Context: an optimization exercise on an open-source flow, tuned for small area, a short achievable clock period and few clock cycles. The choices shown serve that exercise and are no tape-out recipe.
Function was checked by simulation only, so behaviour that the tests miss may differ from the original.

==> inputs of trial 27 <==
Design least_squares_parabola_fit_unit, start of the top module:
module least_squares_parabola_fit_unit (
  input  logic                              clk,
  input  logic                              rst_n,
  input  logic                              in_valid,
  output logic                              in_ready,
  input  logic signed [lsq_pkg::XW-1:0]     in_point_x,
  input  logic signed [lsq_pkg::XW-1:0]     in_point_y,
  input  logic                              in_last_point,
  output logic                              out_valid,
  input  logic                              out_ready,
  output logic signed [lsq_pkg::CoefW-1:0]  out_coef_a,
  output logic signed [lsq_pkg::CoefW-1:0]  out_coef_b,
  output logic signed [lsq_pkg::CoefW-1:0]  out_coef_c,
  output logic                              out_singular
);
  logic        v0, l0, l1, l2;
  logic [11:0] x0, y0;
  logic [22:0] u1;
  logic [5:0]  xo1, xt1, xn1, yo1, yt1, yn1;
  logic        snap_lock;
  logic        take, adv0, c0, last0;
  logic [11:0] xg, yg;
  logic [22:0] sq;
  logic [12:0] xb, yb;
  logic [5:0]  xo, xt, xn, yo, yt, yn;
  logic [10:0] n_a,    n_s,    n_nx;
  logic [21:0] sx_a,   sx_s,   sx_nx;
  logic [21:0] sy_a,   sy_s,   sy_nx;
  logic [32:0] sx2_a,  sx2_s,  sx2_nx;
  logic [33:0] sxy_as, sxy_ac, sxy_s, sxy_ns, sxy_nc, sxy_fin, sxy_is, sxy_ic;
  ...
clock: 10.0 ns
lec_check: 0
cap_margin: 20
core_margin: 2
core_utilization: 45
cts_buf_list: sky130_fd_sc_hd__clkbuf_16
cts_cluster_diameter: 90
cts_cluster_size: 24
slew_margin: 20
standard.sh (not shown) runs the stock make flow with config.mk's settings and CLKGATE_MAP_FILE= SYNTH_SCRIPT=/design/flow/synth_recipe.tcl, a recipe that flattens the netlist after the stock synthesis.
==> flow/flow/run.sh <==
#!/bin/bash
set -euo pipefail
bash standard.sh SETUP_SLACK_MARGIN=5.5 finish > layout.log 2>&1
==> build 45: changes against trial 27 <==
==> flow/run.sh (new file) <==
#!/bin/bash
# synth_recipe.tcl (not shown) runs the flow's synth.tcl, then flattens the netlist and writes it again
# the make line also repeats each setting of config.mk as NAME=value (left out here)
make -C /OpenROAD-flow-scripts/flow DESIGN_CONFIG=/design/flow/config.mk WORK_HOME=/design/flow/orfs CLKGATE_MAP_FILE= SYNTH_SCRIPT=/design/flow/synth_recipe.tcl finish
- CTS_BUF_LIST: sky130_fd_sc_hd__clkbuf_16 -> sky130_fd_sc_hd__clkbuf_8
- CTS_CLUSTER_DIAMETER: 90 -> not set
- CTS_CLUSTER_SIZE: 24 -> 20
- SETUP_SLACK_MARGIN: not set -> 5
removed: flow/flow/run.sh
removed: flow/standard.sh
==> qor summary <==
Outcome: build 45 no timing/DRC/antenna violations; trial 27 no timing/DRC/antenna violations
Final Critical Period: build 45 4.92 ns; trial 27 4.58 ns
Max FO, Critical Path: build 45 25; trial 27 6
Post-DP HPWL: build 45 437 mm; trial 27 433 mm
GRT Util Overall: build 45 28.7%; trial 27 28.9%
Placement Cell Area: build 45 204,000 um2; trial 27 204,000 um2
Post-detailed-route wirelength per cell: build 45 26.4 um; trial 27 28.0 um
Depth of the most critical reg-to-reg path: build 45 12; trial 27 16
Vias in the first global route: build 45 144,000; trial 27 143,000
Met2 routing resource usage after global routing: build 45 44.9%; trial 27 45.9%
Vias per cell: build 45 5.82; trial 27 5.96
Final design instance area without fill: build 45 215,000 um2; trial 27 217,000 um2
GR Layer Usage met1: build 45 37.3%; trial 27 37.2%
Number of standard cells in the layout, taps in and fillers out: build 45 24,400; trial 27 24,000
Worst slew margin: build 45 11.9%; trial 27 18.5%
Testbench counts of trial 27, summed over its fixed seeds: cycles 6,897.
Testbench counts of build 45, summed over its fixed seeds: cycles 6,897.

========
==> inputs of fjord <==
least_squares_parabola_fit_unit again, from the RTL that the note above started with.
// least_squares_parabola_fit_unit
module least_squares_parabola_fit_unit (
  input  logic                              clk,
  input  logic                              rst_n,
  input  logic                              in_valid,
  output logic                              in_ready,
  input  logic signed [lsq_pkg::XW-1:0]     in_point_x,
  input  logic signed [lsq_pkg::XW-1:0]     in_point_y,
  input  logic                              in_last_point,
  output logic                              out_valid,
  input  logic                              out_ready,
  output logic signed [lsq_pkg::CoefW-1:0]  out_coef_a,
  output logic signed [lsq_pkg::CoefW-1:0]  out_coef_b,
  output logic signed [lsq_pkg::CoefW-1:0]  out_coef_c,
  output logic                              out_singular
);
  logic        v0, l0, l1, l2;
  logic [11:0] x0, y0;
  logic [22:0] u1;
  logic [5:0]  xo1, xt1, xn1, yo1, yt1, yn1;
  logic        snap_lock;
  logic        take, adv0, c0, last0;
  logic [11:0] xg, yg;
  logic [22:0] sq;
  logic [12:0] xb, yb;
  logic [5:0]  xo, xt, xn, yo, yt, yn;
  logic [10:0] n_a,    n_s,    n_nx;
  logic [21:0] sx_a,   sx_s,   sx_nx;
  logic [21:0] sy_a,   sy_s,   sy_nx;
  logic [32:0] sx2_a,  sx2_s,  sx2_nx;
  logic [33:0] sxy_as, sxy_ac, sxy_s, sxy_ns, sxy_nc, sxy_fin, sxy_is, sxy_ic;
  logic [43:0] sx3_as, sx3_ac, sx3_s, sx3_ns, sx3_nc, sx3_fin, sx3_is, sx3_ic;
  logic [43:0] sx2y_as, sx2y_ac, sx2y_s, sx2y_ns, sx2y_nc, sx2y_fin, sx2y_is, sx2y_ic;
  logic [54:0] sx4_as, sx4_ac, sx4_s, sx4_ns, sx4_nc, sx4_fin, sx4_is, sx4_ic;
  assign in_ready = !v0 || !l0 || !snap_lock;
  assign take     = in_valid && in_ready;
  ...
clock: 10.0 ns
lec_check: 0
cap_margin: 20
core_margin: 2
core_utilization: 45
cts_buf_list: sky130_fd_sc_hd__clkbuf_8
cts_cluster_size: 20
slew_margin: 20
==> flow/flow/run.sh <==
#!/bin/bash
set -euo pipefail
bash standard.sh SETUP_SLACK_MARGIN=5.5 finish > layout.log 2>&1
==> indigo: changes against fjord <==
--- a/flow/config.mk
+++ b/flow/config.mk
@@ -8,6 +8,7 @@
 export CAP_MARGIN = 20
 export CORE_MARGIN = 2
 export CORE_UTILIZATION = 45
-export CTS_BUF_LIST = sky130_fd_sc_hd__clkbuf_8
-export CTS_CLUSTER_SIZE = 20
+export CTS_BUF_LIST = sky130_fd_sc_hd__clkbuf_16
+export CTS_CLUSTER_DIAMETER = 110
+export CTS_CLUSTER_SIZE = 26
 export SLEW_MARGIN = 20
==> flow_metrics.py <==
metrics = {
    "outcome": {
        "status": "complete, no violations",
    },
    "cts": {
        "ctsResizeCount": 295,
    },
    "timing": {
        "period_needed_ns": 4.492,
    },
    "worst_setup_path": {
        "arrival_ns": 5.38,
    },
}
The numbers above come from indigo.

==> flow_metrics.py <==
metrics = {
    "timing": {
        "setup_slack_ns": 5.442,
    },
    "drt": {
        "antenna_left": 0,
    },
    "cts": {
        "ctsResizeCount": 234,
    },
    "outcome": {
        "status": "complete, no violations",
    },
    "worst_setup_path": {
        "critPathBufInv": 6,
        "arrival_ns": 5.64,
    },
    "synthesis": {
        "synth_most_common_cell": "inv_1",
        "synth_top_area_frac": 0.2533,
    },
    "cells_and_area": {
        "multi_input_cells": 12410,
    },
}
The numbers above come from fjord.

Testbench counts of fjord, summed over its fixed seeds: cycles 6,897.
Testbench counts of indigo, summed over its fixed seeds: cycles 6,897.

[what the ideal ports hide]
The results above use ideal ports. As a check the final layouts listed here were re-extracted and re-timed, cells and wires unchanged.
Step 1 assumes that a clkbuf_16 drives the clock port and a buf_2 every other input.
Step 2 moves the port delays by t, midway between the first and last clock arrival at a register: inputs arrive t later, outputs are due t later. That takes back most of the time a late clock gives input paths.
a / b / c = ideal ports / drivers / drivers and shift; a / b = the first two.
run	t (ns)	slack for setup (ns)	hold slack, ns	worst slew at a driven data input, ns	pins driven straight from the clock port
trial 27	1.042	5.420 / 5.420 / 5.420	0.395 / 0.395 / 0.395	0.11	1
build 45	1.246	5.076 / 5.076 / 5.076	0.378 / 0.378 / 0.378	0.08	1
fjord	1.252	5.442 / 5.442 / 5.442	0.324 / 0.324 / 0.324	0.10	1
indigo	1.046	5.508 / 5.508 / 5.476	0.419 / 0.419 / 0.419	0.11	1
After both steps every run listed still meets setup and hold. The setup slack of indigo, which loses most, moves by 0.000 ns with the drivers and by -0.032 ns with both steps.
